What follows belongs to an exercise in optimizing a design on an open flow for small area, a short achievable clock period and few clock cycles per item; a production flow would make more cautious choices.
In this exercise RTL edits were held to simulation tests only and were not proved equivalent to the original.
Power figures rest on the tool's default switching activity, not on a simulated workload.

### design/flow/design.v
`default_nettype none
module aes_tmi_byte
(
    input  wire [7:0] i,
    output wire [7:0] o
);
    wire t1 = i[4] ^ i[5];
    wire t2 = i[1] ^ i[2];
    wire t3 = i[7] ^ t2;
    assign o[0] = t1;
    wire t4 = i[0] ^ i[1];
    assign o[1] = i[5] ^ t4;
    assign o[2] = i[1] ^ t1;
    wire t5 = i[0] ^ i[4];
    assign o[3] = t2 ^ t5;
    assign o[4] = t3;
    wire t6 = i[0] ^ i[6];
    assign o[5] = t1 ^ t6;
    wire t7 = i[3] ^ t1;
    assign o[6] = t3 ^ t7;
    assign o[7] = i[6] ^ t3;
endmodule
module aes_mt_byte
(
    input  wire [7:0] i,
    output wire [7:0] o
);
    wire t1 = i[4] ^ i[7];
    wire t2 = i[1] ^ i[2];
    wire t3 = i[5] ^ t1;
    wire t4 = i[0] ^ t3;
    assign o[0] = t4;
    assign o[1] = i[0] ^ i[2];
    wire t5 = i[0] ^ i[1];
    assign o[2] = i[3] ^ t5;
    wire t6 = i[0] ^ i[4];
    assign o[3] = i[6] ^ t6;
    assign o[4] = t2 ^ t4;
    assign o[5] = t2 ^ t3;
    assign o[6] = t1;
    wire t7 = i[3] ^ i[4];
    assign o[7] = t2 ^ t7;
endmodule
module aes_g_byte
(
    input  wire [7:0] i,
    output wire [7:0] o
);
    wire t1 = i[5] ^ i[7];
    wire t2 = i[2] ^ i[3];
    wire t3 = i[4] ^ i[6];
    wire t4 = i[1] ^ i[5];
    wire t5 = t1 ^ t2;
    wire t6 = i[0] ^ t3;
    assign o[0] = t5 ^ t6;
    assign o[1] = i[7];
    assign o[2] = i[4] ^ t1;
    wire t7 = i[3] ^ i[6];
    assign o[3] = t4 ^ t7;
    wire t8 = i[7] ^ t2;
    assign o[4] = t3 ^ t8;
    assign o[5] = t5;
    assign o[6] = t3 ^ t4;
    assign o[7] = t1;
endmodule
module aes_tinv_byte
(
    input  wire [7:0] i,
    output wire [7:0] o
);
    wire t1 = i[4] ^ i[5];
    wire t2 = i[2] ^ i[7];
    wire t3 = i[1] ^ i[7];
    wire t4 = i[3] ^ i[6];
    wire t5 = i[0] ^ i[4];
    assign o[0] = t3 ^ t5;
    assign o[1] = i[6] ^ t1;
    wire t6 = i[2] ^ i[5];
    assign o[2] = t4 ^ t6;
    assign o[3] = t2 ^ t4;
    assign o[4] = t2;
    assign o[5] = t3;
    wire t7 = i[1] ^ i[2];
    assign o[6] = t1 ^ t7;
    assign o[7] = i[1];
endmodule
module aes_lin_col
(
    input  wire [31:0] i,
    output wire [31:0] o
);
    wire t1 = i[3] ^ i[26];
    wire t2 = i[10] ^ i[11];
    wire t3 = i[18] ^ i[27];
    wire t4 = i[0] ^ i[21];
    wire t5 = i[19] ^ i[28];
    wire t6 = i[5] ^ i[16];
    wire t7 = i[2] ^ i[12];
    wire t8 = i[8] ^ i[29];
    wire t9 = i[13] ^ i[24];
    wire t10 = i[4] ^ i[20];
    wire t11 = i[15] ^ i[31];
    wire t12 = i[7] ^ i[23];
    wire t13 = i[6] ^ t2;
    wire t14 = i[30] ^ t7;
    wire t15 = i[22] ^ i[25];
    wire t16 = i[14] ^ i[17];
    wire t17 = i[9] ^ t4;
    wire t18 = i[1] ^ t9;
    wire t19 = t6 ^ t15;
    wire t20 = i[23] ^ t3;
    wire t21 = i[25] ^ t5;
    wire t22 = i[4] ^ t8;
    wire t23 = i[31] ^ t1;
    wire t24 = i[27] ^ t12;
    wire t25 = i[3] ^ t11;
    wire t26 = t10 ^ t17;
    wire t27 = t6 ^ t13;
    wire t28 = i[14] ^ i[22];
    wire t29 = i[0] ^ i[20];
    wire t30 = i[11] ^ i[17];
    wire t31 = i[1] ^ i[2];
    wire t32 = i[6] ^ i[14];
    wire t33 = i[26] ^ i[30];
    wire t34 = t3 ^ t16;
    wire t35 = i[2] ^ t1;
    wire t36 = t9 ^ t11;
    wire t37 = i[15] ^ t10;
    wire t38 = i[19] ^ t12;
    wire t39 = i[28] ^ t14;
    wire t40 = i[12] ^ t18;
    wire t41 = t19 ^ t30;
    wire t42 = t14 ^ t29;
    wire t43 = i[8] ^ i[10];
    wire t44 = i[21] ^ i[30];
    wire t45 = i[5] ^ i[22];
    wire t46 = i[10] ^ i[29];
    wire t47 = i[1] ^ i[16];
    wire t48 = i[9] ^ i[22];
    wire t49 = i[9] ^ i[24];
    wire t50 = i[18] ^ i[20];
    wire t51 = t1 ^ t16;
    wire t52 = i[6] ^ t4;
    wire t53 = i[8] ^ t3;
    wire t54 = i[7] ^ t5;
    wire t55 = t1 ^ t28;
    wire t56 = i[16] ^ t5;
    wire t57 = t2 ^ t8;
    wire t58 = i[15] ^ t2;
    wire t59 = i[26] ^ t24;
    wire t60 = t8 ^ t18;
    wire t61 = t22 ^ t31;
    wire t62 = t21 ^ t32;
    wire t63 = t13 ^ t17;
    wire t64 = t15 ^ t52;
    wire t65 = i[17] ^ t13;
    wire t66 = t6 ^ t38;
    wire t67 = t20 ^ t23;
    wire t68 = i[10] ^ t19;
    wire t69 = i[19] ^ t25;
    wire t70 = i[7] ^ t27;
    wire t71 = t42 ^ t54;
    wire t72 = t27 ^ t40;
    wire t73 = i[12] ^ t11;
    wire t74 = t3 ^ t73;
    assign o[0] = t62 ^ t74;
    wire t75 = i[0] ^ i[24];
    wire t76 = i[4] ^ t7;
    wire t77 = t75 ^ t76;
    wire t78 = t41 ^ t59;
    assign o[1] = t77 ^ t78;
    wire t79 = t33 ^ t43;
    wire t80 = t5 ^ t20;
    wire t81 = t37 ^ t79;
    wire t82 = t64 ^ t80;
    assign o[2] = t81 ^ t82;
    wire t83 = i[5] ^ t33;
    wire t84 = t34 ^ t36;
    assign o[3] = t83 ^ t84;
    wire t85 = i[14] ^ i[21];
    wire t86 = i[2] ^ t85;
    wire t87 = t21 ^ t37;
    wire t88 = t53 ^ t86;
    wire t89 = t87 ^ t88;
    assign o[4] = t70 ^ t89;
    wire t90 = i[18] ^ i[3];
    wire t91 = t90 ^ t37;
    wire t92 = t39 ^ t41;
    wire t93 = t60 ^ t91;
    assign o[5] = t92 ^ t93;
    wire t94 = i[30] ^ t4;
    wire t95 = t18 ^ t21;
    wire t96 = t24 ^ t35;
    wire t97 = t58 ^ t94;
    wire t98 = t95 ^ t96;
    assign o[6] = t97 ^ t98;
    wire t99 = i[13] ^ i[9];
    wire t100 = t99 ^ t14;
    wire t101 = t22 ^ t25;
    wire t102 = t100 ^ t101;
    assign o[7] = t68 ^ t102;
    wire t103 = i[1] ^ t10;
    wire t104 = t103 ^ t24;
    assign o[8] = t55 ^ t104;
    wire t105 = i[25] ^ t43;
    wire t106 = t105 ^ t18;
    wire t107 = t106 ^ t42;
    assign o[9] = t69 ^ t107;
    wire t108 = t32 ^ t47;
    wire t109 = t108 ^ t22;
    wire t110 = t109 ^ t39;
    assign o[10] = t67 ^ t110;
    wire t111 = i[13] ^ t12;
    wire t112 = t111 ^ t35;
    assign o[11] = t112 ^ t64;
    wire t113 = i[15] ^ i[4];
    wire t114 = t113 ^ t46;
    wire t115 = t114 ^ t20;
    wire t116 = t55 ^ t56;
    wire t117 = t115 ^ t116;
    assign o[12] = t40 ^ t117;
    wire t118 = i[23] ^ t33;
    wire t119 = t118 ^ t21;
    wire t120 = t119 ^ t26;
    assign o[13] = t120 ^ t72;
    wire t121 = t20 ^ t61;
    wire t122 = t63 ^ t69;
    assign o[14] = t121 ^ t122;
    wire t123 = i[17] ^ t12;
    wire t124 = t44 ^ t50;
    wire t125 = t123 ^ t124;
    assign o[15] = t125 ^ t72;
    wire t126 = i[11] ^ t48;
    wire t127 = t126 ^ t25;
    assign o[16] = t127 ^ t39;
    wire t128 = i[20] ^ i[28];
    wire t129 = t12 ^ t128;
    wire t130 = t47 ^ t129;
    wire t131 = t53 ^ t130;
    assign o[17] = t63 ^ t131;
    wire t132 = t10 ^ t28;
    wire t133 = t49 ^ t7;
    wire t134 = t132 ^ t133;
    wire t135 = t23 ^ t134;
    assign o[18] = t135 ^ t70;
    wire t136 = i[14] ^ t11;
    wire t137 = t31 ^ t44;
    wire t138 = t136 ^ t137;
    assign o[19] = t57 ^ t138;
    wire t139 = i[11] ^ i[24];
    wire t140 = t139 ^ t45;
    wire t141 = t14 ^ t140;
    wire t142 = t141 ^ t26;
    assign o[20] = t67 ^ t142;
    wire t143 = i[31] ^ i[6];
    wire t144 = t143 ^ t5;
    wire t145 = t7 ^ t144;
    wire t146 = t34 ^ t145;
    wire t147 = t26 ^ t60;
    assign o[21] = t146 ^ t147;
    wire t148 = i[12] ^ i[9];
    wire t149 = t148 ^ t23;
    wire t150 = t34 ^ t57;
    wire t151 = t149 ^ t150;
    assign o[22] = t66 ^ t151;
    wire t152 = i[26] ^ i[29];
    wire t153 = t152 ^ t50;
    wire t154 = t153 ^ t17;
    wire t155 = t36 ^ t154;
    assign o[23] = t62 ^ t155;
    wire t156 = i[30] ^ t10;
    wire t157 = t156 ^ t38;
    assign o[24] = t157 ^ t65;
    wire t158 = i[18] ^ t11;
    wire t159 = t49 ^ t158;
    wire t160 = t22 ^ t51;
    wire t161 = t56 ^ t159;
    assign o[25] = t160 ^ t161;
    wire t162 = i[18] ^ i[22];
    wire t163 = t16 ^ t162;
    wire t164 = t9 ^ t163;
    wire t165 = t58 ^ t164;
    assign o[26] = t165 ^ t71;
    wire t166 = i[18] ^ i[6];
    wire t167 = t166 ^ t46;
    wire t168 = t48 ^ t167;
    assign o[27] = t168 ^ t66;
    wire t169 = i[13] ^ t8;
    wire t170 = t169 ^ t23;
    wire t171 = t170 ^ t65;
    assign o[28] = t171 ^ t71;
    wire t172 = i[12] ^ i[27];
    wire t173 = i[28] ^ i[7];
    wire t174 = t172 ^ t173;
    wire t175 = t8 ^ t174;
    wire t176 = t51 ^ t175;
    wire t177 = t26 ^ t68;
    assign o[29] = t176 ^ t177;
    wire t178 = i[19] ^ i[20];
    wire t179 = i[7] ^ t178;
    wire t180 = t3 ^ t179;
    wire t181 = t35 ^ t36;
    wire t182 = t180 ^ t181;
    assign o[30] = t41 ^ t182;
    wire t183 = i[28] ^ t16;
    wire t184 = t4 ^ t45;
    wire t185 = t183 ^ t184;
    wire t186 = t185 ^ t59;
    assign o[31] = t61 ^ t186;
endmodule
module aes_norm_byte
(
    input  wire [7:0] z,
    output wire [3:0] d
);
    wire n9 = z[0] ^ z[2];
    wire n10 = z[6] ^ n9;
    wire n11 = z[7] ^ n10;
    wire n12 = z[2] ^ z[4];
    wire n13 = z[5] ^ n12;
    wire n14 = z[1] ^ z[3];
    wire n15 = z[5] ^ n14;
    wire n16 = z[6] ^ n15;
    wire n17 = z[3] ^ z[4];
    wire n18 = z[5] ^ n17;
    wire n19 = z[6] ^ n18;
    wire n20 = z[0] & z[4];
    wire n21 = z[1] & z[4];
    wire n22 = z[0] & z[5];
    wire n23 = n21 ^ n22;
    wire n24 = z[2] & z[4];
    wire n25 = z[1] & z[5];
    wire n26 = z[0] & z[6];
    wire n27 = n24 ^ n25;
    wire n28 = n26 ^ n27;
    wire n29 = z[3] & z[4];
    wire n30 = z[2] & z[5];
    wire n31 = z[1] & z[6];
    wire n32 = z[0] & z[7];
    wire n33 = n29 ^ n30;
    wire n34 = n31 ^ n32;
    wire n35 = n33 ^ n34;
    wire n36 = z[3] & z[5];
    wire n37 = z[2] & z[6];
    wire n38 = z[1] & z[7];
    wire n39 = n36 ^ n37;
    wire n40 = n38 ^ n39;
    wire n41 = z[3] & z[6];
    wire n42 = z[2] & z[7];
    wire n43 = n41 ^ n42;
    wire n44 = z[3] & z[7];
    wire n45 = n20 ^ n40;
    wire n46 = n23 ^ n43;
    wire n47 = n40 ^ n46;
    wire n48 = n28 ^ n44;
    wire n49 = n43 ^ n48;
    wire n50 = n35 ^ n44;
    wire n51 = n11 ^ n45;
    wire n52 = n13 ^ n47;
    wire n53 = n16 ^ n49;
    wire n54 = n19 ^ n50;
    assign d[0] = n51;
    assign d[1] = n52;
    assign d[2] = n53;
    assign d[3] = n54;
endmodule
module aes_s1_byte
(
    input  wire [7:0] z,
    input  wire [3:0] d,
    output wire [7:0] o
);
    wire [3:0] th;
    assign th[0] = (d == 4'd1) | (d == 4'd2) | (d == 4'd4) | (d == 4'd5) | (d == 4'd6) | (d == 4'd8) | (d == 4'd11) | (d == 4'd14);
    assign th[1] = (d == 4'd3) | (d == 4'd5) | (d == 4'd6) | (d == 4'd7) | (d == 4'd8) | (d == 4'd9) | (d == 4'd12) | (d == 4'd14);
    assign th[2] = (d == 4'd3) | (d == 4'd4) | (d == 4'd6) | (d == 4'd7) | (d == 4'd8) | (d == 4'd10) | (d == 4'd11) | (d == 4'd13);
    assign th[3] = (d == 4'd2) | (d == 4'd3) | (d == 4'd4) | (d == 4'd5) | (d == 4'd8) | (d == 4'd10) | (d == 4'd12) | (d == 4'd15);
    wire m12 = th[0] & z[0];
    wire m13 = th[1] & z[0];
    wire m14 = th[0] & z[1];
    wire m15 = m13 ^ m14;
    wire m16 = th[2] & z[0];
    wire m17 = th[1] & z[1];
    wire m18 = th[0] & z[2];
    wire m19 = m16 ^ m17;
    wire m20 = m18 ^ m19;
    wire m21 = th[3] & z[0];
    wire m22 = th[2] & z[1];
    wire m23 = th[1] & z[2];
    wire m24 = th[0] & z[3];
    wire m25 = m21 ^ m22;
    wire m26 = m23 ^ m24;
    wire m27 = m25 ^ m26;
    wire m28 = th[3] & z[1];
    wire m29 = th[2] & z[2];
    wire m30 = th[1] & z[3];
    wire m31 = m28 ^ m29;
    wire m32 = m30 ^ m31;
    wire m33 = th[3] & z[2];
    wire m34 = th[2] & z[3];
    wire m35 = m33 ^ m34;
    wire m36 = th[3] & z[3];
    wire m37 = m12 ^ m32;
    wire m38 = m15 ^ m35;
    wire m39 = m32 ^ m38;
    wire m40 = m20 ^ m36;
    wire m41 = m35 ^ m40;
    wire m42 = m27 ^ m36;
    wire m43 = th[0] & z[4];
    wire m44 = th[1] & z[4];
    wire m45 = th[0] & z[5];
    wire m46 = m44 ^ m45;
    wire m47 = th[2] & z[4];
    wire m48 = th[1] & z[5];
    wire m49 = th[0] & z[6];
    wire m50 = m47 ^ m48;
    wire m51 = m49 ^ m50;
    wire m52 = th[3] & z[4];
    wire m53 = th[2] & z[5];
    wire m54 = th[1] & z[6];
    wire m55 = th[0] & z[7];
    wire m56 = m52 ^ m53;
    wire m57 = m54 ^ m55;
    wire m58 = m56 ^ m57;
    wire m59 = th[3] & z[5];
    wire m60 = th[2] & z[6];
    wire m61 = th[1] & z[7];
    wire m62 = m59 ^ m60;
    wire m63 = m61 ^ m62;
    wire m64 = th[3] & z[6];
    wire m65 = th[2] & z[7];
    wire m66 = m64 ^ m65;
    wire m67 = th[3] & z[7];
    wire m68 = m43 ^ m63;
    wire m69 = m46 ^ m66;
    wire m70 = m63 ^ m69;
    wire m71 = m51 ^ m67;
    wire m72 = m66 ^ m71;
    wire m73 = m58 ^ m67;
    assign o[0] = m37;
    assign o[1] = m39;
    assign o[2] = m41;
    assign o[3] = m42;
    assign o[4] = m68;
    assign o[5] = m70;
    assign o[6] = m72;
    assign o[7] = m73;
endmodule
module aes_inv_s1
(
    input  wire [127:0] x,
    input  wire [63:0]  d,
    input  wire [127:0] kg,
    output wire [127:0] a
);
    wire [127:0] q;
    aes_s1_byte u_0_0 (.z(x[127:120]), .d(d[63:60]), .o(q[127:120]));
    aes_s1_byte u_0_1 (.z(x[119:112]), .d(d[59:56]), .o(q[119:112]));
    aes_s1_byte u_0_2 (.z(x[111:104]), .d(d[55:52]), .o(q[111:104]));
    aes_s1_byte u_0_3 (.z(x[103:96]), .d(d[51:48]), .o(q[103:96]));
    aes_s1_byte u_1_0 (.z(x[95:88]), .d(d[47:44]), .o(q[95:88]));
    aes_s1_byte u_1_1 (.z(x[87:80]), .d(d[43:40]), .o(q[87:80]));
    aes_s1_byte u_1_2 (.z(x[79:72]), .d(d[39:36]), .o(q[79:72]));
    aes_s1_byte u_1_3 (.z(x[71:64]), .d(d[35:32]), .o(q[71:64]));
    aes_s1_byte u_2_0 (.z(x[63:56]), .d(d[31:28]), .o(q[63:56]));
    aes_s1_byte u_2_1 (.z(x[55:48]), .d(d[27:24]), .o(q[55:48]));
    aes_s1_byte u_2_2 (.z(x[47:40]), .d(d[23:20]), .o(q[47:40]));
    aes_s1_byte u_2_3 (.z(x[39:32]), .d(d[19:16]), .o(q[39:32]));
    aes_s1_byte u_3_0 (.z(x[31:24]), .d(d[15:12]), .o(q[31:24]));
    aes_s1_byte u_3_1 (.z(x[23:16]), .d(d[11:8]), .o(q[23:16]));
    aes_s1_byte u_3_2 (.z(x[15:8]), .d(d[7:4]), .o(q[15:8]));
    aes_s1_byte u_3_3 (.z(x[7:0]), .d(d[3:0]), .o(q[7:0]));
    assign a = q ^ kg;
endmodule
module aes_norms
(
    input  wire [127:0] x,
    output wire [63:0]  d
);
    aes_norm_byte n_0_0 (.z(x[127:120]), .d(d[63:60]));
    aes_norm_byte n_0_1 (.z(x[119:112]), .d(d[59:56]));
    aes_norm_byte n_0_2 (.z(x[111:104]), .d(d[55:52]));
    aes_norm_byte n_0_3 (.z(x[103:96]), .d(d[51:48]));
    aes_norm_byte n_1_0 (.z(x[95:88]), .d(d[47:44]));
    aes_norm_byte n_1_1 (.z(x[87:80]), .d(d[43:40]));
    aes_norm_byte n_1_2 (.z(x[79:72]), .d(d[39:36]));
    aes_norm_byte n_1_3 (.z(x[71:64]), .d(d[35:32]));
    aes_norm_byte n_2_0 (.z(x[63:56]), .d(d[31:28]));
    aes_norm_byte n_2_1 (.z(x[55:48]), .d(d[27:24]));
    aes_norm_byte n_2_2 (.z(x[47:40]), .d(d[23:20]));
    aes_norm_byte n_2_3 (.z(x[39:32]), .d(d[19:16]));
    aes_norm_byte n_3_0 (.z(x[31:24]), .d(d[15:12]));
    aes_norm_byte n_3_1 (.z(x[23:16]), .d(d[11:8]));
    aes_norm_byte n_3_2 (.z(x[15:8]), .d(d[7:4]));
    aes_norm_byte n_3_3 (.z(x[7:0]), .d(d[3:0]));
endmodule
module aes_inv_s2
(
    input  wire [127:0] a,
    output wire [127:0] y
);
    wire [127:0] v;
    aes_lin_col l_0 (.i({a[103:96], a[111:104], a[119:112], a[127:120]}), .o({v[103:96], v[111:104], v[119:112], v[127:120]}));
    aes_lin_col l_1 (.i({a[71:64], a[79:72], a[87:80], a[95:88]}), .o({v[71:64], v[79:72], v[87:80], v[95:88]}));
    aes_lin_col l_2 (.i({a[39:32], a[47:40], a[55:48], a[63:56]}), .o({v[39:32], v[47:40], v[55:48], v[63:56]}));
    aes_lin_col l_3 (.i({a[7:0], a[15:8], a[23:16], a[31:24]}), .o({v[7:0], v[15:8], v[23:16], v[31:24]}));
    assign y[127:120] = v[127:120];
    assign y[119:112] = v[23:16];
    assign y[111:104] = v[47:40];
    assign y[103:96] = v[71:64];
    assign y[95:88] = v[95:88];
    assign y[87:80] = v[119:112];
    assign y[79:72] = v[15:8];
    assign y[71:64] = v[39:32];
    assign y[63:56] = v[63:56];
    assign y[55:48] = v[87:80];
    assign y[47:40] = v[111:104];
    assign y[39:32] = v[7:0];
    assign y[31:24] = v[31:24];
    assign y[23:16] = v[55:48];
    assign y[15:8] = v[79:72];
    assign y[7:0] = v[103:96];
endmodule
module aes_z0
(
    input  wire [127:0] ct,
    input  wire [127:0] k10,
    output wire [127:0] z
);
    assign z[127:120] = ct[127:120] ^ k10[127:120];
    assign z[119:112] = ct[23:16] ^ k10[23:16];
    assign z[111:104] = ct[47:40] ^ k10[47:40];
    assign z[103:96] = ct[71:64] ^ k10[71:64];
    assign z[95:88] = ct[95:88] ^ k10[95:88];
    assign z[87:80] = ct[119:112] ^ k10[119:112];
    assign z[79:72] = ct[15:8] ^ k10[15:8];
    assign z[71:64] = ct[39:32] ^ k10[39:32];
    assign z[63:56] = ct[63:56] ^ k10[63:56];
    assign z[55:48] = ct[87:80] ^ k10[87:80];
    assign z[47:40] = ct[111:104] ^ k10[111:104];
    assign z[39:32] = ct[7:0] ^ k10[7:0];
    assign z[31:24] = ct[31:24] ^ k10[31:24];
    assign z[23:16] = ct[55:48] ^ k10[55:48];
    assign z[15:8] = ct[79:72] ^ k10[79:72];
    assign z[7:0] = ct[103:96] ^ k10[103:96];
endmodule
module aes_tmi_word
(
    input  wire [31:0] i,
    output wire [31:0] o
);
    aes_tmi_byte b0 (.i(i[31:24]), .o(o[31:24]));
    aes_tmi_byte b1 (.i(i[23:16]), .o(o[23:16]));
    aes_tmi_byte b2 (.i(i[15:8]), .o(o[15:8]));
    aes_tmi_byte b3 (.i(i[7:0]), .o(o[7:0]));
endmodule
module aes_mt_word
(
    input  wire [31:0] i,
    output wire [31:0] o
);
    aes_mt_byte b0 (.i(i[31:24]), .o(o[31:24]));
    aes_mt_byte b1 (.i(i[23:16]), .o(o[23:16]));
    aes_mt_byte b2 (.i(i[15:8]), .o(o[15:8]));
    aes_mt_byte b3 (.i(i[7:0]), .o(o[7:0]));
endmodule
module aes_g_word
(
    input  wire [31:0] i,
    output wire [31:0] o
);
    aes_g_byte b0 (.i(i[31:24]), .o(o[31:24]));
    aes_g_byte b1 (.i(i[23:16]), .o(o[23:16]));
    aes_g_byte b2 (.i(i[15:8]), .o(o[15:8]));
    aes_g_byte b3 (.i(i[7:0]), .o(o[7:0]));
endmodule
module aes_tinv_word
(
    input  wire [31:0] i,
    output wire [31:0] o
);
    aes_tinv_byte b0 (.i(i[31:24]), .o(o[31:24]));
    aes_tinv_byte b1 (.i(i[23:16]), .o(o[23:16]));
    aes_tinv_byte b2 (.i(i[15:8]), .o(o[15:8]));
    aes_tinv_byte b3 (.i(i[7:0]), .o(o[7:0]));
endmodule
module aes_kc_word
(
    output wire [31:0] o
);
    assign o = 32'hfdfdfdfd;
endmodule
module aes_c63_word
(
    output wire [31:0] o
);
    assign o = {4{8'h33}};
endmodule
`default_nettype wire
`default_nettype none
module aes_round_key_store
(
    input  logic         clk,
    input  logic         key_we,
    input  logic [5:0]   key_addr,
    input  logic [31:0]  key_wdata,
    input  logic [31:0]  wdata_z,      
    input  logic [9:0]   round_sel,    
    output logic [127:0] round_key,    
    output logic [127:0] last_key      
);
    logic [31:0] mem [44];
    logic [31:0] wdata_g;
    logic [31:0] c63;
    logic [31:0] kc;
    logic        pend_q;
    logic [5:0]  pend_addr_q;
    logic [31:0] pend_data_q;
    aes_g_word i_g (
        .i (pend_data_q),
        .o (wdata_g)
    );
    aes_kc_word i_kc (
        .o (kc)
    );
    aes_c63_word i_c63 (
        .o (c63)
    );
    always_ff @(posedge clk)
    begin
        pend_q      <= key_we && (key_addr < 6'd40);
        pend_addr_q <= key_addr;
        pend_data_q <= key_wdata;
    end
    always_ff @(posedge clk)
    begin
        for (int i = 0; i < 44; i++)
        begin
            if (i >= 40)
            begin
                if (key_we && (key_addr == 6'(i)))
                begin
                    mem[i] <= wdata_z ^ c63;
                end
            end
            else if (pend_q && (pend_addr_q == 6'(i)))
            begin
                mem[i] <= (i >= 4) ? (wdata_g ^ kc) : wdata_g;
            end
        end
    end
    assign last_key = {mem[40], mem[41], mem[42], mem[43]};
    always_comb
    begin
        round_key = '0;
        for (int r = 0; r < 10; r++)
        begin
            if (round_sel[r])
            begin
                round_key = round_key | {mem[4 * r], mem[4 * r + 1], mem[4 * r + 2], mem[4 * r + 3]};
            end
        end
    end
endmodule
`default_nettype wire
`default_nettype none
module aes_dec_regs
(
    input  logic         clk,
    input  logic         reset,
    input  logic [11:0]  paddr,
    input  logic         psel,
    input  logic         penable,
    input  logic         pwrite,
    input  logic [31:0]  pwdata,
    output logic [31:0]  prdata,
    output logic         pready,
    output logic         pslverr,
    input  logic         fin,         
    input  logic [127:0] plaintext,   
    output logic         key_we,
    output logic [5:0]   key_addr,
    output logic [31:0]  key_wdata,
    output logic         start,
    output logic         ctrl_wr,     
    output logic [31:0]  wdata_z,     
    output logic [127:0] ciphertext   
);
    logic        busy;
    logic        done;
    logic        busy_n;
    logic        done_n;
    logic        key_hit;
    logic        din_hit;
    logic        ctrl_hit;
    logic        stat_hit;
    logic        dout_hit;
    logic        err_n;
    logic [31:0] rd_n;
    logic [31:0] prdata_q;
    logic        err_q;
    logic        wr_q;       
    logic        key_q;
    logic        din_q;
    logic        ctrl_q;
    logic [5:0]  widx_q;
    logic        we;
    logic [31:0] ct_word;
    logic [31:0] pt_word;
    logic [31:0] ct_std;
    logic [31:0] pt_std;
    assign busy_n = busy && !fin;
    assign done_n = done || fin;
    assign key_hit  = (paddr < 12'h0b0);
    assign din_hit  = (paddr[11:4] == 8'h10);
    assign ctrl_hit = (paddr[11:2] == 10'h044);
    assign stat_hit = (paddr[11:2] == 10'h045);
    assign dout_hit = (paddr[11:4] == 8'h12);
    assign err_n = !(key_hit || din_hit || ctrl_hit || stat_hit || dout_hit)
                   || (pwrite && busy_n && (key_hit || din_hit || ctrl_hit))
                   || (pwrite && (stat_hit || dout_hit));
    assign ct_word = ciphertext[127 - 32 * paddr[3:2] -: 32];
    assign pt_word = plaintext[127 - 32 * paddr[3:2] -: 32];
    aes_mt_word i_ct_back (
        .i (ct_word),
        .o (ct_std)
    );
    aes_tinv_word i_pt_back (
        .i (pt_word),
        .o (pt_std)
    );
    aes_tmi_word i_wdata_z (
        .i (pwdata),
        .o (wdata_z)
    );
    always_comb
    begin
        rd_n = '0;  
        if (stat_hit)
        begin
            rd_n = {30'd0, done_n, busy_n};
        end
        else if (din_hit)
        begin
            rd_n = ct_std;
        end
        else if (dout_hit)
        begin
            rd_n = pt_std;
        end
    end
    always_ff @(posedge clk)
    begin
        prdata_q <= rd_n;
        err_q    <= err_n;
        wr_q     <= psel && !penable && pwrite && !err_n;
        key_q    <= key_hit;
        din_q    <= din_hit;
        ctrl_q   <= ctrl_hit;
        widx_q   <= paddr[7:2];
    end
    assign prdata  = prdata_q;
    assign pslverr = err_q;
    assign pready  = 1'b1;  
    assign we        = wr_q;  
    assign key_we    = we && key_q;
    assign key_addr  = widx_q;
    assign key_wdata = pwdata;
    assign ctrl_wr   = we && ctrl_q;
    assign start     = ctrl_wr && pwdata[0];
    always_ff @(posedge clk)
    begin
        for (int w = 0; w < 4; w++)
        begin
            if (we && din_q && (widx_q[1:0] == 2'(w)))
            begin
                ciphertext[127 - 32 * w -: 32] <= wdata_z;
            end
        end
    end
    always_ff @(posedge clk)
    begin
        if (reset)
        begin
            busy <= 1'b0;
            done <= 1'b0;
        end
        else if (start)
        begin
            busy <= 1'b1;
            done <= 1'b0;
        end
        else if (fin)
        begin
            busy <= 1'b0;
            done <= 1'b1;
        end
    end
endmodule
`default_nettype wire
`default_nettype none
module aes_dec_engine
(
    input  logic         clk,
    input  logic         reset,
    input  logic         start,
    input  logic         ctrl_wr,     
    input  logic         start_bit,
    input  logic [127:0] ciphertext,
    input  logic [127:0] last_key,
    input  logic [127:0] round_key,
    output logic [9:0]   round_sel,   
    output logic         fin,         
    output logic [127:0] plaintext
);
    logic         run;
    logic         ph;        
    logic [9:0]   rsel;      
    logic         pend_q;
    logic         z_ok_q;    
    logic         go;
    logic         rdy;
    logic         a_en;
    logic [127:0] state_q;
    logic [63:0]  norm_q;    
    logic [127:0] state_d;
    logic [63:0]  norm_d;
    logic [127:0] a_q;
    logic [127:0] z0;
    logic [127:0] s1_out;
    logic [127:0] s2_out;
    assign round_sel = rsel;
    assign plaintext = a_q;
    aes_z0 i_z0 (
        .ct  (ciphertext),
        .k10 (last_key),
        .z   (z0)
    );
    aes_inv_s1 i_s1 (
        .x  (state_q),
        .d  (norm_q),
        .kg (round_key),
        .a  (s1_out)
    );
    aes_inv_s2 i_s2 (
        .a (a_q),
        .y (s2_out)
    );
    assign rdy = z_ok_q && !run;
    assign go  = (start || pend_q) && rdy;
    assign a_en = (start_bit && (ctrl_wr && rdy)) || ((pend_q && rdy) || (run && !ph));
    assign fin = run && ph && rsel[0];
    assign state_d = run ? s2_out : z0;
    aes_norms i_norms (
        .x (state_d),
        .d (norm_d)
    );
    always_ff @(posedge clk)
    begin
        state_q <= state_d;
        norm_q  <= norm_d;
        if (a_en)
        begin
            a_q <= s1_out;
        end
    end
    always_ff @(posedge clk)
    begin
        if (reset)
        begin
            run    <= 1'b0;
            ph     <= 1'b0;
            rsel   <= 10'b10_0000_0000;
            pend_q <= 1'b0;
            z_ok_q <= 1'b0;
        end
        else
        begin
            pend_q <= (start || pend_q) && !go;
            z_ok_q <= !run;
            if (go)
            begin
                run  <= 1'b1;
                ph   <= 1'b1;
                rsel <= 10'b01_0000_0000;
            end
            else if (run)
            begin
                ph <= !ph;
                if (!ph)
                begin
                    if (rsel[0])
                    begin
                        run  <= 1'b0;
                        rsel <= 10'b10_0000_0000;
                    end
                    else
                    begin
                        rsel <= rsel >> 1;
                    end
                end
            end
        end
    end
endmodule
`default_nettype wire
`default_nettype none
module aes_dec_top
(
    input  logic        clk,
    input  logic        reset,
    input  logic [11:0] paddr,
    input  logic        psel,
    input  logic        penable,
    input  logic        pwrite,
    input  logic [31:0] pwdata,
    output logic [31:0] prdata,
    output logic        pready,
    output logic        pslverr
);
    logic         key_we;
    logic [5:0]   key_addr;
    logic [31:0]  key_wdata;
    logic         start;
    logic         ctrl_wr;
    logic         fin;
    logic [127:0] ciphertext;
    logic [127:0] plaintext;
    logic [127:0] round_key;
    logic [127:0] last_key;
    logic [31:0]  wdata_z;
    logic [9:0]   round_sel;
    aes_dec_regs i_aes_dec_regs (
        .clk        (clk),
        .reset      (reset),
        .paddr      (paddr),
        .psel       (psel),
        .penable    (penable),
        .pwrite     (pwrite),
        .pwdata     (pwdata),
        .prdata     (prdata),
        .pready     (pready),
        .pslverr    (pslverr),
        .fin        (fin),
        .plaintext  (plaintext),
        .key_we     (key_we),
        .key_addr   (key_addr),
        .key_wdata  (key_wdata),
        .start      (start),
        .ctrl_wr    (ctrl_wr),
        .wdata_z    (wdata_z),
        .ciphertext (ciphertext)
    );
    aes_round_key_store i_aes_round_key_store (
        .clk       (clk),
        .key_we    (key_we),
        .key_addr  (key_addr),
        .key_wdata (key_wdata),
        .wdata_z   (wdata_z),
        .round_sel (round_sel),
        .round_key (round_key),
        .last_key  (last_key)
    );
    aes_dec_engine i_aes_dec_engine (
        .clk        (clk),
        .reset      (reset),
        .start      (start),
        .ctrl_wr    (ctrl_wr),
        .start_bit  (pwdata[0]),
        .ciphertext (ciphertext),
        .last_key   (last_key),
        .round_key  (round_key),
        .round_sel  (round_sel),
        .fin        (fin),
        .plaintext  (plaintext)
    );
endmodule
`default_nettype wire
### design/flow/flow/run.sh
#!/bin/bash
# The standard layout (standard.sh, its synthesis unchanged) with two changes to how the layout
# is made: the port buffers are buf_2 cells, and timing repair works until the setup slack reaches
# SETUP_SLACK_MARGIN, well above zero at the 10 ns clock. The tools' output goes to standard.log.
set -euo pipefail
export SETUP_SLACK_MARGIN=7.0
export BUFFER_PORTS_ARGS="-buffer_cell sky130_fd_sc_hd__buf_2"
bash standard.sh > standard.log 2>&1
### design/flow/standard.sh
#!/bin/bash
# synth_recipe.tcl (not shown) runs the flow's synth.tcl, then flattens the netlist and writes it again
# the make line also repeats each setting of config.mk as NAME=value (left out here)
make -C /OpenROAD-flow-scripts/flow DESIGN_CONFIG=/design/flow/config.mk WORK_HOME=/design/flow/orfs CLKGATE_MAP_FILE= SYNTH_SCRIPT=/design/flow/synth_recipe.tcl "${@:-finish}"
### design/flow/config.mk
export PLATFORM = sky130hd
export DESIGN_NAME = aes_dec_top
export DESIGN_NICKNAME = aes_dec_top
export VERILOG_FILES = /design/flow/design.v
export SDC_FILE = /design/flow/constraint.sdc
export NUM_CORES = 8
export LEC_CHECK = 0
export CAP_MARGIN = 20
export CORE_MARGIN = 2
export CORE_UTILIZATION = 40
export CTS_CLUSTER_DIAMETER = 100
export CTS_CLUSTER_SIZE = 25
export PLACE_DENSITY = 0.8
export SLEW_MARGIN = 20
export TNS_END_PERCENT = 5
### design/flow/constraint.sdc
create_clock -name core_clock -period 10.0 [get_ports {clk}]
set_input_delay 2.0000 -clock core_clock [delete_from_list [all_inputs] [get_ports {clk}]]
set_output_delay 2.0000 -clock core_clock [all_outputs]
set_load 0.01 [all_outputs]
==> results.txt, run 1 <==
outcome=timing/DRC/antenna clean; switching power total=0.00312 W; Startpoint Class=flip-flop; crit path cell chain=xnor2_4 -> xnor2_1 -> xnor2_2 -> xnor2_2 -> o21ai_4 -> nor2b_4 -> xnor2_2 -> xnor2_2 -> xnor3_1; vias per cell=5.87; Max Cap Viol=0; Die H=489 um; Final Max Tran Viols=0; pre-CTS setup slack=4.48 ns; Core ar.=0.233 mm2; Worst path most repeated cell=xnor2_2; register area share after synthesis=59.3%; synthesized area per cell=13.3 um2; yosys warns=4; power per cell area=134 mW/mm2; Total Nets Final=7,334; synthesized flop and latch total=1,954; Inserted Clock Buffers=90; Slew @ Worst Pin=1.18 ns; Synth cell types=83; Area growth, synth to finish=12.7%; CTS tree=built; routability cong.=0.992; vias in the first global route=57,802; drt drc=0; largest net degree at the start of global routing=104; overall routing resource usage=23.9%; fillers=19,726; WL per Instance=28.1 um; Gate Count Post-Synth=7,049; CP max stage cell=edfxtp_1; Layout Utilization=45.4%; Worst EP required=10.63 ns; initial drt markers=9,410; Leakage=35.5 nW; Setup violations, final=0; EDFF count, synth=1,664; WS Path Type=flip-flop to flip-flop; post-route minimum period=3.43 ns; # port buffers=79; site row count=177; clock sinks=1,954; die area=0.239 mm2; Setup Skew=0.0564 ns; Routed Antenna Nets=0; total number of vias=61,450; Initial Util=40.3%; VDD IR max=132 uV; met3 WL=39,800 um; WL met1=107,000 um; Die Span X=489 um; DP HPWL=186,000 um; switching power share of the total=22.0%; CTS Buffer Depth=3; internal power=0.0111 W; Fin. Hold Viols=0; Clk Latency, worst-skew pair=0.78 ns; footprint of the multi-input gates=0.0383 mm2; Sequential Area=0.0559 mm2; Clk network pwr share=30.6%; fmax=0.292 GHz; sequential cell fraction of total power=64.2%; RSZ-0062 raised after global routing=yes; Top delay family on crit path=XOR/XNOR gates; Max H-tree Level=3; Worst path max stage delay=0.91 ns; asr flop ratio synth=0%; Final WS setup=6.57 ns; I/O pins=83; first-pass GRT wire length=415,000 um; initial antenna violation count=16; Final period util=34.3%; syn_nets=7,130; sum of buffers and inverters on the critical path=0; normalized max-slew margin=20.5%; drt pass-1 iters=6; met2 WL post-DR=129,000 um; Max Used Layer=met5; CP Data Arrival Time=4.06 ns; grt ovf=0; critical-path maximum fanout=8; Mapped Area=0.0940 mm2; Setup TNS=0 ns; Worst setup EP type=flip-flop; root buffer cell=clkbuf_16; Clk pin slew, worst setup/hold paths=0.10 ns; share of layout cells above drive strength 1=15.4%; Comb pwr share=5.1%; final wirelength=294,000 um; worst hold path class=flip-flop to flip-flop; Primary FF master, synth=edfxtp_1
layout make-up:
| cell class | count | share of cell area, % |
|---|---|---|
| flip-flops and latches | 1954 | 52.8 |
| multi-input cells | 4585 | 36.2 |
| repair buffers | 492 | 4.21 |
| well taps | 3132 | 3.70 |
| clock buffers | 154 | 2.37 |
| inverters | 124 | 0.476 |
| clock inverters | 14 | 0.247 |
| repair inverters | 6 | 0.0378 |
| diodes | 10 | 0.0236 |
worst paths after layout:
| path | startpoint | endpoint | slack (ns) | depth (start not counted) |
|---|---|---|---|---|
| worst max register to register | i_aes_dec_engine.a_q[17]$_DFFE_PP_ | i_aes_dec_engine.norm_q[57]$_DFF_P_ | 6.57 | 9 |
| worst min-delay path | i_aes_dec_regs.widx_q[2]$_DFF_P_ | i_aes_round_key_store.pend_addr_q[2]$_DFF_P_ | 0.42 | 0 |
| worst min register to register | i_aes_dec_regs.widx_q[2]$_DFF_P_ | i_aes_round_key_store.pend_addr_q[2]$_DFF_P_ | 0.42 | 0 |
| worst max-delay path | i_aes_dec_engine.a_q[17]$_DFFE_PP_ | i_aes_dec_engine.norm_q[57]$_DFF_P_ | 6.57 | 9 |
through the flow:
step	area (um2)	instances	hold WS (ns)	total power (W)
after floorplan	94000	7049	0.332	0.00966
after global placement	98000	9977	0.384	0.00991
after detailed placement	98000	9977	0.386	0.00995
after CTS	105000	10428	0.408	0.0142
after global routing	106000	10465	0.412	0.0145
final	106000	10471	0.416	0.0142
per-layer routing:
metal | track usage (%) | vias to the layer above
met1 | 31.6 | 30375
met5 | 0 | -
li1 | - | 25844
met3 | 6.44 | 756
met4 | 12.7 | 6
met2 | 35.9 | 4469
cell families (layout without fill, tap and decap cells):
logic type	count (synthesis)	after routing	synth area share, %
adder cells (fa/ha/maj)	32	32	0.426
multiplexers	111	111	2.09
AO/OA/AOI/OAI	1193	1193	9.26
AND/OR/NAND/NOR	1246	1248	5.82
flip-flops	1954	1954	59.3
XOR/XNOR	2000	2000	20.8
buffers and inverters	512	790	2.22
other	1	11	0.00399
repair_timing:
action,CTS,global route
pin swaps,75,15
endpoints found under the hold margin,0,0
gates cloned,12,3
endpoints found under the setup margin,574,554
gates resized for setup,336,41
setup buffers,271,28
hold buffers,0,0
power by group through the flow:
stage	combinational (W)	sequential (W)	clock [W]
6_report	0.000730	0.00913	0.00435
5_1_grt	0.000775	0.00913	0.00462
4_1_cts	0.000694	0.00913	0.00436
3_5_place_dp	0.000635	0.00932	0
3_3_place_gp	0.000595	0.00931	0
2_1_floorplan	0.000356	0.00931	0
flip-flops by register name (all words and copies together) (netlist names), 6 cells and up:
signal                             cells
i_aes_round_key_store.mem           1408
i_aes_dec_engine.a_q                 128
i_aes_dec_engine.state_q             128
i_aes_dec_regs.ciphertext            128
i_aes_dec_engine.norm_q               64
i_aes_dec_regs.prdata_q               32
i_aes_round_key_store.pend_data_q     32
i_aes_dec_engine.rsel                 10
i_aes_dec_regs.widx_q                  6
i_aes_round_key_store.pend_addr_q      6
cell usage in the layout, fill, tap and decap left out, types with 20 or more instances in the layout:
| cell type | count |
|---|---|
| edfxtp_1 | 1664 |
| xnor2_1 | 1255 |
| nand2_1 | 618 |
| xor2_1 | 464 |
| a22oi_1 | 426 |
| buf_4 | 351 |
| nor2_1 | 278 |
| dfxtp_1 | 260 |
| a221oi_1 | 130 |
| nand4_1 | 129 |
| a22o_1 | 128 |
| o21ai_0 | 118 |
| a21oi_1 | 111 |
| xnor2_2 | 110 |
| inv_1 | 101 |
| clkbuf_16 | 91 |
| xnor3_1 | 73 |
| clkbuf_1 | 63 |
| mux4_2 | 61 |
| buf_2 | 61 |
| nor2_4 | 43 |
| buf_12 | 43 |
| nand2b_1 | 39 |
| a211oi_1 | 37 |
| xnor2_4 | 34 |
| nor2b_1 | 34 |
| a21oi_2 | 33 |
| ha_1 | 31 |
| mux2_2 | 30 |
| nand3b_1 | 25 |
| a21oi_4 | 24 |
| o21a_1 | 23 |
| buf_6 | 21 |
| xor2_2 | 20 |
| o21ai_2 | 20 |
| dfxtp_4 | 20 |
cell usage after synthesis, types with 25 or more instances:
master,count,area share [%]
a22oi_1,426,3.4
nor2_1,321,1.3
xor2_1,480,4.5
buf_2,88,0.47
o21ai_0,123,0.66
edfxtp_1,1664,53
buf_1,50,0.20
a211oi_1,42,0.34
a22o_1,128,1.2
inv_1,115,0.46
a221oi_1,130,1.2
nand3b_1,25,0.20
a21oi_1,140,0.75
xnor3_1,84,2.0
xnor2_1,1356,13
nand4_1,129,0.86
o21ai_1,32,0.17
mux2_2,30,0.36
nand2_1,621,2.5
ha_1,32,0.43
xnor2_2,33,0.57
clkbuf_1,239,0.95
mux4_2,61,1.5
dfxtp_1,290,6.2
nand2b_1,39,0.26
nor2b_1,34,0.23
Testbench counts, summed over its fixed seeds: cycles 6,912, blocks 192.
==> run 2, diff against run 1 <==
--- a/design/flow/config.mk
+++ b/design/flow/config.mk
@@ -11,5 +11,5 @@
 export CTS_CLUSTER_DIAMETER = 100
 export CTS_CLUSTER_SIZE = 25
-export PLACE_DENSITY = 0.8
+export PLACE_DENSITY = 0.7
 export SLEW_MARGIN = 20
 export TNS_END_PERCENT = 5
==> run 2 against run 1 <==
Effect of this change: worst setup slack got worse by 0.015 ns; final cell count rose by 0.30%; power fell by 0.16%; core utilization rose by 0.27 points; synthesized cell count did not move; combinational power rose by 0.5%; clock skew fell by 0.0015 ns; worst hold slack got worse by 0.014 ns; final area rose by 0.59%; global-route usage rose by 0.47 points; clock-buffer cell count fell by 12; die area did not move.
==> results.txt, run 2 <==
outcome=timing/DRC/antenna clean; Worst Hold End=i_aes_round_key_store.pend_addr_q[3]$_DFF_P_; reg2reg start=i_aes_dec_engine.rsel[6]$_SDFFE_PP0P_; WL per Instance=28.6 um (+1.7%); Primary FF master, synth=edfxtp_1; Post-synth top cells=edfxtp_1, xnor2_1, nand2_1; worst hold path class=flip-flop to flip-flop; root buffer cell=clkbuf_16; fillers=20,289 (+2.9%); Worst setup EP type=flip-flop; initial drt markers=8,225 (-13%); largest net degree at the start of global routing=132 (+27%); critical-path maximum fanout=100 (+92); Die H=489 um (unchanged); I/O pins=83 (unchanged); CP Data Arrival Time=3.95 ns (-0.11 ns); largest cells by area after synthesis=edfxtp_1, xnor2_1, dfxtp_1; asr flop ratio synth=0% (unchanged); CTS Buffer Depth=3 (unchanged); synthesized area per cell=13.3 um2 (unchanged); Startpoint Class=flip-flop; Synth cell types=83 (unchanged); CTS tree=built; hold path startpoint=i_aes_dec_regs.widx_q[3]$_DFF_P_; post-route minimum period=3.44 ns (+0.0155 ns); internal power=0.0111 W (-0.19%); first-pass GRT wire length=417,000 um (+0.55%); area share of the largest cell type after synthesis=53.2% (unchanged); Max Cap Viol=0 (unchanged); switching power total=0.00312 W (about the same); Synth area leader=edfxtp_1; grt ovf=0 (unchanged); die area=0.239 mm2 (unchanged); Clk network pwr share=30.5% (about the same); normalized max-slew margin=22.1% (+1.6 points); clock sinks=1,954 (unchanged); overall routing resource usage=24.4% (+0.47 points); drt pass-1 iters=7 (+1); WS Path Type=flip-flop to flip-flop; Total Nets Final=7,377 (+0.59%); Core ar.=0.233 mm2 (unchanged); initial antenna violation count=14 (-2); Routed Antenna Nets=0 (unchanged); Gate Count Post-Synth=7,049 (unchanged); site row count=177 (unchanged); Initial Util=40.3% (unchanged); Most flops, register=i_aes_round_key_store.mem; switching power share of the total=22.0% (+0.022 points); hold slack=0.402 ns (-0.0143 ns); worst hold path cell count=0 (unchanged); total number of vias=59,971 (-2.4%); Setup TNS=0 ns (unchanged); EDFF count, synth=1,664 (unchanged); Clk pin slew, worst setup/hold paths=0.10 ns (about the same); commonest non-fill, non-tap cell in the layout=edfxtp_1; Fin. Hold Viols=0 (unchanged); Max H-tree Level=3 (unchanged); post-route cell area=0.106 mm2 (+0.59%); share of layout cells above drive strength 1=16.4% (+0.98 points); final wirelength=300,000 um (+2.0%); Worst EP required=10.51 ns (-0.12 ns); vias per cell=5.71 (-2.7%); Area growth, synth to finish=13.3%; Inserted Clock Buffers=90 (unchanged); most frequent cells in the layout=edfxtp_1, xnor2_1, nand2_1; synthesized flop and latch total=1,954 (unchanged); Largest register FFs=1,408 (unchanged); Leakage=35.8 nW (+0.99%); RSZ-0062 raised after global routing=yes; DP HPWL=191,000 um (+2.8%); reg2reg setup slack=6.56 ns (-0.02 ns); Die Span X=489 um (unchanged); most common cell in the synthesized netlist=edfxtp_1; Setup violations, final=0 (unchanged); Clk Latency, worst-skew pair=0.77 ns (about the same); Mapped Area=0.0940 mm2 (unchanged); R2R depth=8 (-1); Final Max Tran Viols=0 (unchanged); Post-DP Area=0.0981 mm2 (about the same); routability cong.=0.947 (-4.6%); yosys warns=4 (unchanged); fmax=0.291 GHz (-0.45%); register area share after synthesis=59.3% (unchanged); power per cell area=133 mW/mm2 (-0.75%); vias in the first global route=55,800 (-3.5%); sequential cell fraction of total power=64.3% (about the same); Setup Skew=0.0548 ns (-0.00155 ns); Final period util=34.4% (+0.15 points); Slew @ Worst Pin=1.16 ns (-0.0234 ns); VDD IR max=140 uV (+6.4%); syn_nets=7,130 (unchanged); FF-to-FF End=i_aes_dec_engine.a_q[125]$_DFFE_PP_; drt drc=0 (unchanged); # port buffers=79 (unchanged); Comb pwr share=5.2% (about the same)
[run 2: cell counts after synthesis]
No cell type changed its count.
[run 2: logic make-up (layout without fill, tap and decap cells)]
| family | after synthesis | in the layout | synth area share, % |
|---|---|---|---|
| AOI/OAI and AO/OA | 1193 | 1193 | 9.26 |
| xor gates and xnor gates | 2000 | 2000 | 20.8 |
| adders and majority gates | 32 | 32 | 0.426 |
| buffers and inverters | 512 | 819 | 2.22 |
| DFF | 1954 | 1954 | 59.3 |
| muxes | 111 | 111 | 2.09 |
| other | 1 | 12 | 0.00399 |
| and+or+nand+nor | 1246 | 1249 | 5.82 |
[run 2: worst max-delay path by stage]
stage	from	end	slack, ns	depth (start not counted)
finish	i_aes_dec_engine.rsel[6]$_SDFFE_PP0P_	i_aes_dec_engine.a_q[125]$_DFFE_PP_	6.56	8
global route	i_aes_dec_engine.a_q[104]$_DFFE_PP_	i_aes_dec_engine.norm_q[1]$_DFF_P_	6.59	11
CTS	i_aes_dec_regs.prdata_q[13]$_SDFF_PP0_	prdata[13]	6.68	1
detailed placement	paddr[3]	i_aes_dec_regs.prdata_q[4]$_SDFF_PP0_	4.75	9
global placement	paddr[2]	i_aes_dec_regs.prdata_q[12]$_SDFF_PP0_	4.77	9
floorplan	paddr[9]	i_aes_dec_regs.prdata_q[26]$_SDFF_PP0_	6.06	7
[run 2: final cells by class]
cell class / instances / area (um2) / area share (%)
Inverter: 124 / 494 / 0.464
Clock inverter: 13 / 254 / 0.238
Timing Repair inverter: 4 / 25.0 / 0.0235
Clock buffer: 142 / 2470 / 2.32
Multi-Input combinational cell: 4586 / 38600 / 36.2
Tap cell: 3132 / 3920 / 3.68
Timing Repair Buffer: 536 / 4860 / 4.56
Sequential cell: 1954 / 55900 / 52.5
Antenna cell: 11 / 27.5 / 0.0258
[run 2: worst max-delay path, stage by stage, from the launching register on]
cell      delay, ns
dfxtp_4        0.48
buf_12         0.26
a22o_1         0.37
a221oi_1       0.25
nand4_1        0.66
xnor2_1        0.44
xnor2_1        0.17
xnor2_1        0.16
xnor2_1        0.12
[run 2: stage by stage]
stage / instances / total power (W) / utilization, % / setup WS, ns
floorplan: 7049 / 0.00966 / - / 6.06
global placement: 9987 / 0.00993 / 42.1 / 4.77
detailed placement: 9987 / 0.00996 / 42.1 / 4.75
CTS: 10468 / 0.0142 / 45.5 / 6.68
global route: 10500 / 0.0145 / 45.7 / 6.59
finish: 10502 / 0.0142 / 45.7 / 6.56
[run 2: repair_timing]
action | 4_1_cts | 5_1_grt
resized for setup | 371 | 31
pin swaps | 92 | 12
hold buffers | 0 | 0
setup endpoints to repair | 584 | 637
hold endpoints to repair | 0 | 0
buffers inserted | 315 | 19
gates cloned | 11 | 3
[run 2: power by group through the flow]
stage / clock [W] / combinational (W) / sequential [W]
2_1_floorplan: 0 / 0.000356 / 0.00931
3_3_place_gp: 0 / 0.000618 / 0.00931
3_5_place_dp: 0 / 0.000646 / 0.00932
4_1_cts: 0.00437 / 0.000699 / 0.00913
5_1_grt: 0.00463 / 0.000780 / 0.00913
6_report: 0.00433 / 0.000734 / 0.00912
[run 2: layer usage]
| metal | global-route usage, % | vias up | wire length (um) |
|---|---|---|---|
| met5 | 0 | - | 38 |
| met4 | 9.33 | 6 | 13200 |
| met3 | 5.06 | 489 | 32100 |
| met2 | 38.0 | 3433 | 136000 |
| met1 | 33.5 | 30116 | 119000 |
| li1 | - | 25927 | - |
==> run 3, diff against run 2 <==
--- a/design/flow/config.mk
+++ b/design/flow/config.mk
@@ -11,5 +11,5 @@
 export CTS_CLUSTER_DIAMETER = 100
 export CTS_CLUSTER_SIZE = 25
-export PLACE_DENSITY = 0.7
+export PLACE_DENSITY = 0.75
 export SLEW_MARGIN = 20
 export TNS_END_PERCENT = 5
==> run 3 against run 2 <==
Effect of this change: non-clock buffer count shrank 14; sequential power is essentially flat; worst setup slack gained 0.093 ns; flip-flop and latch count is the same; clock skew shrank 0.0067 ns; final area shrank 0.52%; final cell count is essentially flat; register-to-register slack gained 0.12 ns; power grew 0.16%; core utilization shrank 0.24 points; synthesized cell count is the same; critical path depth shrank 7.
==> results.txt, run 3 <==
outcome=timing/DRC/antenna clean; drt drc=0 (unchanged); largest net degree at the start of global routing=113 (-14%); Final Max Tran Viols=0 (unchanged); Worst setup EP type=output pin; post-synthesis mux area share=2.09% (unchanged); Post-synth top cells=edfxtp_1, xnor2_1, nand2_1; Clk pin slew, worst setup/hold paths=0.10 ns (about the same); WL per Instance=27.7 um (-2.9%); root buffer cell=clkbuf_16; fmax=0.299 GHz (+2.8%); post-route cell area=0.106 mm2 (-0.52%); Die Span X=489 um (unchanged); Total Nets Final=7,361 (-0.22%); Largest register FFs=1,408 (unchanged); register area share after synthesis=59.3% (unchanged); CP Data Arrival Time=1.35 ns (-2.60 ns); total power=0.0142 W (+0.16%); worst hold path class=flip-flop to flip-flop; Top delay family on crit path=flip-flops; Max H-tree Level=3 (unchanged); WS Path Type=flip-flop to output pin; synthesized flop and latch total=1,954 (unchanged); XOR/XNOR Fraction of Synth Area=20.8% (unchanged); syn_nets=7,130 (unchanged); Post-Synth Adder-Cell Area=0.426% (unchanged); site row count=177 (unchanged); routability cong.=1.00 (+5.6%); CTS Buffer Depth=3 (unchanged); Area growth, synth to finish=12.7%; sum of buffers and inverters on the critical path=1 (unchanged); synthesized area per cell=13.3 um2 (unchanged); total number of vias=60,548 (+0.96%); VDD IR max=135 uV (-3.7%); # port buffers=79 (unchanged); die area=0.239 mm2 (unchanged); grt ovf=0 (unchanged); overall routing resource usage=23.7% (-0.65 points); most frequent cells in the layout=edfxtp_1, xnor2_1, nand2_1; Final period util=33.5% (-0.93 points); DP HPWL=185,000 um (-3.1%); Core ar.=0.233 mm2 (unchanged); RSZ-0062 raised after global routing=yes; yosys warns=4 (unchanged); I/O pins=83 (unchanged); drt pass-1 iters=6 (-1); Initial Util=40.3% (unchanged); Worst path max stage delay=0.42 ns (-0.24 ns); Synth cell types=83 (unchanged); initial drt markers=8,492 (+3.2%); Mapped Area=0.0940 mm2 (unchanged); largest family of logic cells by synthesized area=XOR/XNOR gates; Compound-Gate Fraction of Synth Area=9.26% (unchanged); initial antenna violation count=15 (+1); Setup violations, final=0 (unchanged); Fin. Hold Viols=0 (unchanged); Synth area leader=edfxtp_1; Worst EP required=8.00 ns (-2.51 ns); Startpoint Class=flip-flop; commonest non-fill, non-tap cell in the layout=edfxtp_1; Clk Latency, worst-skew pair=0.79 ns (+0.02 ns); Primary FF master, synth=edfxtp_1; cts hold-fix bufs=0 (unchanged); normalized max-slew margin=28.2% (+6.2 points); fillers=20,082 (-1.0%); area share of the largest cell type after synthesis=53.2% (unchanged); Setup Skew=0.0481 ns (-0.00675 ns); CTS tree=built; Slew @ Worst Pin=1.08 ns (-0.0841 ns); Die H=489 um (unchanged); simple-gate share of the synthesized area=5.82% (unchanged); power per cell area=134 mW/mm2 (+0.69%); post-route minimum period=3.35 ns (-0.0931 ns); vias in the first global route=57,068 (+2.3%); share of layout cells above drive strength 1=15.6% (-0.81 points); critical-path maximum fanout=1 (-99%); clock sinks=1,954 (unchanged); Post-DP Area=0.0980 mm2 (about the same); EDFF count, synth=1,664 (unchanged); asr flop ratio synth=0% (unchanged); crit path cell chain=buf_2; vias per cell=5.77 (+1.0%); Setup TNS=0 ns (unchanged); largest cells by area after synthesis=edfxtp_1, xnor2_1, dfxtp_1; first-pass GRT wire length=410,000 um (-1.8%); Gate Count Post-Synth=7,049 (unchanged); most common cell in the synthesized netlist=edfxtp_1; Inserted Clock Buffers=90 (unchanged); CP max stage cell=dfxtp_2; final wirelength=291,000 um (-2.9%); Routed Antenna Nets=0 (unchanged); Leakage=35.6 nW (-0.66%); Max Cap Viol=0 (unchanged); Most flops, register=i_aes_round_key_store.mem
==> run 3: cell counts after synthesis <==
No cell type changed its count.
==> run 3: cells by family (layout without fill, tap and decap cells) <==
| family | Yosys count | in the layout |
|---|---|---|
| AOI/OAI and AO/OA | 1193 | 1193 |
| xor gates and xnor gates | 2000 | 2000 |
| adders and majority gates | 32 | 32 |
| buffers and inverters | 512 | 818 |
| DFF | 1954 | 1954 |
| muxes | 111 | 111 |
| other | 1 | 8 |
| and+or+nand+nor | 1246 | 1249 |
==> run 3: layer usage <==
| metal | GRT usage [%] | routed length [um] | share of wire, % |
|---|---|---|---|
| met5 | 0 | 80 | 0.027 |
| met1 | 31.9 | 110000 | 38 |
| met4 | 12.2 | 17200 | 5.9 |
| met3 | 5.42 | 35200 | 12 |
| met2 | 36.0 | 129000 | 44 |
==> run 3: what timing repair did <==
| item | 4_1_cts | 5_1_grt |
|---|---|---|
| setup buffers | 281 | 43 |
| pin swaps | 77 | 16 |
| setup endpoints to repair | 399 | 597 |
| gates cloned | 8 | 2 |
| resized for setup | 271 | 66 |
==> run 3: worst paths after layout <==
check | start | end | slack (ns) | depth (start not counted)
worst max register to register | i_aes_dec_engine.a_q[5]$_DFFE_PP_ | i_aes_dec_engine.norm_q[13]$_DFF_P_ | 6.68 | 11
worst max-delay path | i_aes_dec_regs.prdata_q[23]$_SDFF_PP0_ | prdata[23] | 6.65 | 1
worst min register to register | i_aes_dec_regs.widx_q[2]$_DFF_P_ | i_aes_round_key_store.pend_addr_q[2]$_DFF_P_ | 0.39 | 0
worst min-delay path | i_aes_dec_regs.widx_q[2]$_DFF_P_ | i_aes_round_key_store.pend_addr_q[2]$_DFF_P_ | 0.39 | 0
==> run 3: per-stage QoR <==
stage | worst slack, ns | utilization, % | hold WS, ns | std cells
2_1_floorplan | 6.06 | - | 0.332 | 7049
3_3_place_gp | 4.86 | 42.0 | 0.397 | 9983
3_5_place_dp | 4.88 | 42.0 | 0.391 | 9983
4_1_cts | 6.62 | 45.1 | 0.390 | 10442
5_1_grt | 6.60 | 45.4 | 0.413 | 10494
6_report | 6.65 | 45.4 | 0.391 | 10497
==> run 3: cell type report <==
type	instances	area, um2	share of cell area [%]
multi-input cells	4586	38300	36.1
clock buffers	159	2580	2.44
inverters	124	479	0.452
flip-flops and latches	1954	55800	52.7
clock inverters	11	226	0.214
repair inverters	2	12.5	0.0118
well taps	3132	3920	3.70
repair buffers	522	4590	4.33
diodes	7	17.5	0.0165
==> run 3: report_power, final <==
group / internal, W / switching [W] / leakage, nW
clock network: 0.00183 / 0.00253 / 1.33
logic: 0.000174 / 0.000542 / 16.9
registers: 0.00911 / 0.0000134 / 17.4
total: 0.0111 / 0.00309 / 35.6
==> run 4, diff against run 3 <==
--- a/design/flow/config.mk
+++ b/design/flow/config.mk
@@ -11,4 +11,5 @@
 export CTS_CLUSTER_DIAMETER = 100
 export CTS_CLUSTER_SIZE = 25
+export GPL_ROUTABILITY_DRIVEN = 0
 export PLACE_DENSITY = 0.75
 export SLEW_MARGIN = 20
==> run 4 against run 3 <==
Effect of this change: still clean; non-clock buffer count rose by 90; global-route usage barely moved; fmax fell by 6.6%.
==> results.txt, run 4 <==
Inst Count DP=9,982 (-0.010%); post-route minimum period=3.58 ns (+0.236 ns); RSZ-0062 raised after global routing=yes; synthesized area per cell=13.3 um2 (unchanged); Gate Count Post-Synth=7,049 (unchanged); Post-synth top cells=edfxtp_1, xnor2_1, nand2_1; worst hold path class=flip-flop to flip-flop; Final period util=35.8% (+2.4 points); Fin. Hold Viols=0 (unchanged); Final Max Tran Viols=0 (unchanged); Clk pin slew, worst setup/hold paths=0.10 ns (about the same); overall routing resource usage=23.8% (+0.040 points); synthesized flop and latch total=1,954 (unchanged); Routed Antenna Nets=0 (unchanged); Layout Utilization=46.4% (+1.0 points); commonest non-fill, non-tap cell in the layout=edfxtp_1; initial drt markers=9,231 (+8.7%); Final WS setup=6.42 ns (-0.236 ns); yosys warns=4 (unchanged); simple-gate share of the synthesized area=5.82% (unchanged); Setup Skew=0.0316 ns (-0.0165 ns); Die H=489 um (unchanged); Synth area leader=edfxtp_1; register area share after synthesis=59.3% (unchanged); Area growth, synth to finish=15.3%; final wirelength=303,000 um (+4.2%); XOR/XNOR Fraction of Synth Area=20.8% (unchanged); total number of vias=62,491 (+3.2%); pre-CTS setup slack=4.80 ns (-0.0760 ns); Primary FF master, synth=edfxtp_1; die area=0.239 mm2 (unchanged); cts hold-fix bufs=0 (unchanged); clock sinks=1,954 (unchanged); Startpoint Class=flip-flop; Core ar.=0.233 mm2 (unchanged); normalized max-slew margin=27.5% (-0.68 points); Mapped Area=0.0940 mm2 (unchanged); power per cell area=131 mW/mm2 (-2.1%); WS Path Type=flip-flop to flip-flop; Setup TNS=0 ns (unchanged); drt pass-1 iters=9 (+3); Post-DP Area=0.0980 mm2 (about the same); most common cell in the synthesized netlist=edfxtp_1; # port buffers=79 (unchanged); first-pass GRT wire length=413,000 um (+0.81%); share of layout cells above drive strength 1=18.6% (+3.0 points); CTS Buffer Depth=3 (unchanged); vias per cell=5.90 (+2.3%); post-route cell area=0.108 mm2 (+2.2%); WL per Instance=28.7 um (+3.3%); largest net degree at the start of global routing=109 (-3.5%); Setup violations, final=0 (unchanged); fmax=0.279 GHz (-6.6%); grt ovf=0 (unchanged); Compound-Gate Fraction of Synth Area=9.26% (unchanged); Worst EP required=10.71 ns (+2.71 ns); I/O pins=83 (unchanged); post-synthesis mux area share=2.09% (unchanged); CTS tree=built; largest cells by area after synthesis=edfxtp_1, xnor2_1, dfxtp_1; most frequent cells in the layout=edfxtp_1, xnor2_1, nand2_1; largest family of logic cells by synthesized area=XOR/XNOR gates; Initial Util=40.3% (unchanged); Inserted Clock Buffers=90 (unchanged); fillers=19,448 (-3.2%); asr flop ratio synth=0% (unchanged); site row count=177 (unchanged); syn_nets=7,130 (unchanged); DP HPWL=184,000 um (-0.62%); vias in the first global route=58,018 (+1.7%); EDFF count, synth=1,664 (unchanged); outcome=timing/DRC/antenna clean; Leakage=36.5 nW (+2.7%); Die Span X=489 um (unchanged); VDD IR max=165 uV (+22%); Slew @ Worst Pin=1.08 ns (+0.00243 ns); critical-path maximum fanout=8 (+7); Max H-tree Level=3 (unchanged); final cell count without fillers=10,587 (+0.86%); Synth cell types=83 (unchanged); root buffer cell=clkbuf_16; Most flops, register=i_aes_round_key_store.mem; drt drc=0 (unchanged); Largest register FFs=1,408 (unchanged); Max Cap Viol=0 (unchanged); Total Nets Final=7,452 (+1.2%); Worst setup EP type=flip-flop; area share of the largest cell type after synthesis=53.2% (unchanged); Post-Synth Adder-Cell Area=0.426% (unchanged); CP Data Arrival Time=4.30 ns (+2.95 ns); initial antenna violation count=19 (+4); Clk Latency, worst-skew pair=0.78 ns (about the same)
run 4: cell count changes in the layout (fill, tap and decap cells not counted), moves of 13 or more:
cell and delta:
buf_6 +13, xor2_2 +21, xnor2_4 +26, a21oi_1 -14, xnor2_2 +38, xor2_1 -29
buf_4 +77, a21oi_4 +16, buf_2 -13, xnor2_1 -64
run 4: logic make-up (layout without fill, tap and decap cells):
group | count (synthesis) | after routing
buffers and inverters | 512 | 908
adders and majority gates | 32 | 32
muxes | 111 | 111
other | 1 | 9
AOI/OAI and AO/OA | 1193 | 1193
xor gates and xnor gates | 2000 | 2000
and+or+nand+nor | 1246 | 1248
DFF | 1954 | 1954
run 4: area by class of cell:
class | instances | area (um2) | area share [%]
timing repair inverter | 4 | 27.5 | 0.0254
tap | 3132 | 3920 | 3.62
antenna | 8 | 20.0 | 0.0185
clock inverter | 12 | 224 | 0.207
inverter | 124 | 502 | 0.463
sequential | 1954 | 55800 | 51.6
clock buffer | 156 | 2520 | 2.33
timing repair buffer | 612 | 5550 | 5.13
multi-input combinational | 4585 | 39700 | 36.7
run 4: metal layers:
metal  wire [um]  vias to the layer above  track usage (%)
li1            -                    26065                -
met1      108000                    30887             31.1
met2      133000                     4651             35.6
met3       42500                      876             6.43
met4       20400                       12             13.6
met5         120                        -                0
run 4: report_power, final:
| part | internal, W | leakage [nW] | switching [W] | total [W] |
|---|---|---|---|---|
| clock | 0.00180 | 1.30 | 0.00256 | 0.00435 |
| sequential | 0.00911 | 17.4 | 0.0000144 | 0.00913 |
| combinational | 0.000183 | 17.8 | 0.000555 | 0.000737 |
| total | 0.0111 | 36.5 | 0.00313 | 0.0142 |
run 4: worst paths after layout:
| path | start | end | slack (ns) | cells after the start |
|---|---|---|---|---|
| hold / removal | i_aes_dec_regs.widx_q[2]$_DFF_P_ | i_aes_round_key_store.pend_addr_q[2]$_DFF_P_ | 0.41 | 0 |
| hold reg to reg | i_aes_dec_regs.widx_q[2]$_DFF_P_ | i_aes_round_key_store.pend_addr_q[2]$_DFF_P_ | 0.41 | 0 |
| setup reg to reg | i_aes_dec_engine.a_q[45]$_DFFE_PP_ | i_aes_dec_engine.norm_q[53]$_DFF_P_ | 6.42 | 11 |
| setup / recovery | i_aes_dec_engine.a_q[45]$_DFFE_PP_ | i_aes_dec_engine.norm_q[53]$_DFF_P_ | 6.42 | 11 |
run 4: metrics by stage:
stage | hold slack, ns | total power [W]
global route | 0.418 | 0.0145
finish | 0.415 | 0.0142
detailed placement | 0.385 | 0.00995
global placement | 0.387 | 0.00992
floorplan | 0.332 | 0.00966
CTS | 0.402 | 0.0142
run 4: critical path: stages, from the launching register on:
cell and delay [ns]:
edfxtp_1 0.35, buf_4 0.27, xnor3_2 0.49, xnor2_1 0.27, xnor2_1 0.14, xnor2_1 0.66
mux2_2 0.44, mux2_2 0.37, nand2_1 0.07, o221ai_1 0.13, a21oi_2 0.21, xnor2_1 0.12
run 4: timing repair:
action	4_1_cts	5_1_grt
pin swaps	91	99
cloned	9	5
gates resized for setup	367	224
endpoints found under the setup margin	542	621
setup buffers	313	101

port drivers added, routing unchanged:
In the flow no input, the clock included, has a driving cell. The finished layouts below were timed again as built, in two steps.
Step 1 (the two cells are an assumption about what drives the block):
set clk [get_ports {clk}]
set_driving_cell -lib_cell sky130_fd_sc_hd__clkbuf_16 $clk
set_driving_cell -lib_cell sky130_fd_sc_hd__buf_2 [delete_from_list [all_inputs] $clk]
Step 2 adds t to the input delays and takes it off the output delays; t is the mean of the earliest and latest rising clock arrival at the registers after step 1. Input paths then give back, and output paths get back, about the clock's delay inside the block.
Three values: ideal ports, drivers, drivers and shift; two values: the first two.
run	t, ns	slack for setup (ns)	latest minus earliest clock arrival (ns)
run 1	0.856	6.575 / 6.575 / 5.722	0.058 / 0.058
run 2	0.842	6.559 / 6.549 / 5.707	0.063 / 0.063
run 3	0.855	6.652 / 6.524 / 5.670	0.053 / 0.053
run 4	0.867	6.416 / 6.416 / 5.749	0.042 / 0.042
After both steps every run listed still meets setup and hold. For run 3, which loses most, drivers alone change the setup slack by -0.128 ns; drivers and shift together by -0.982 ns.
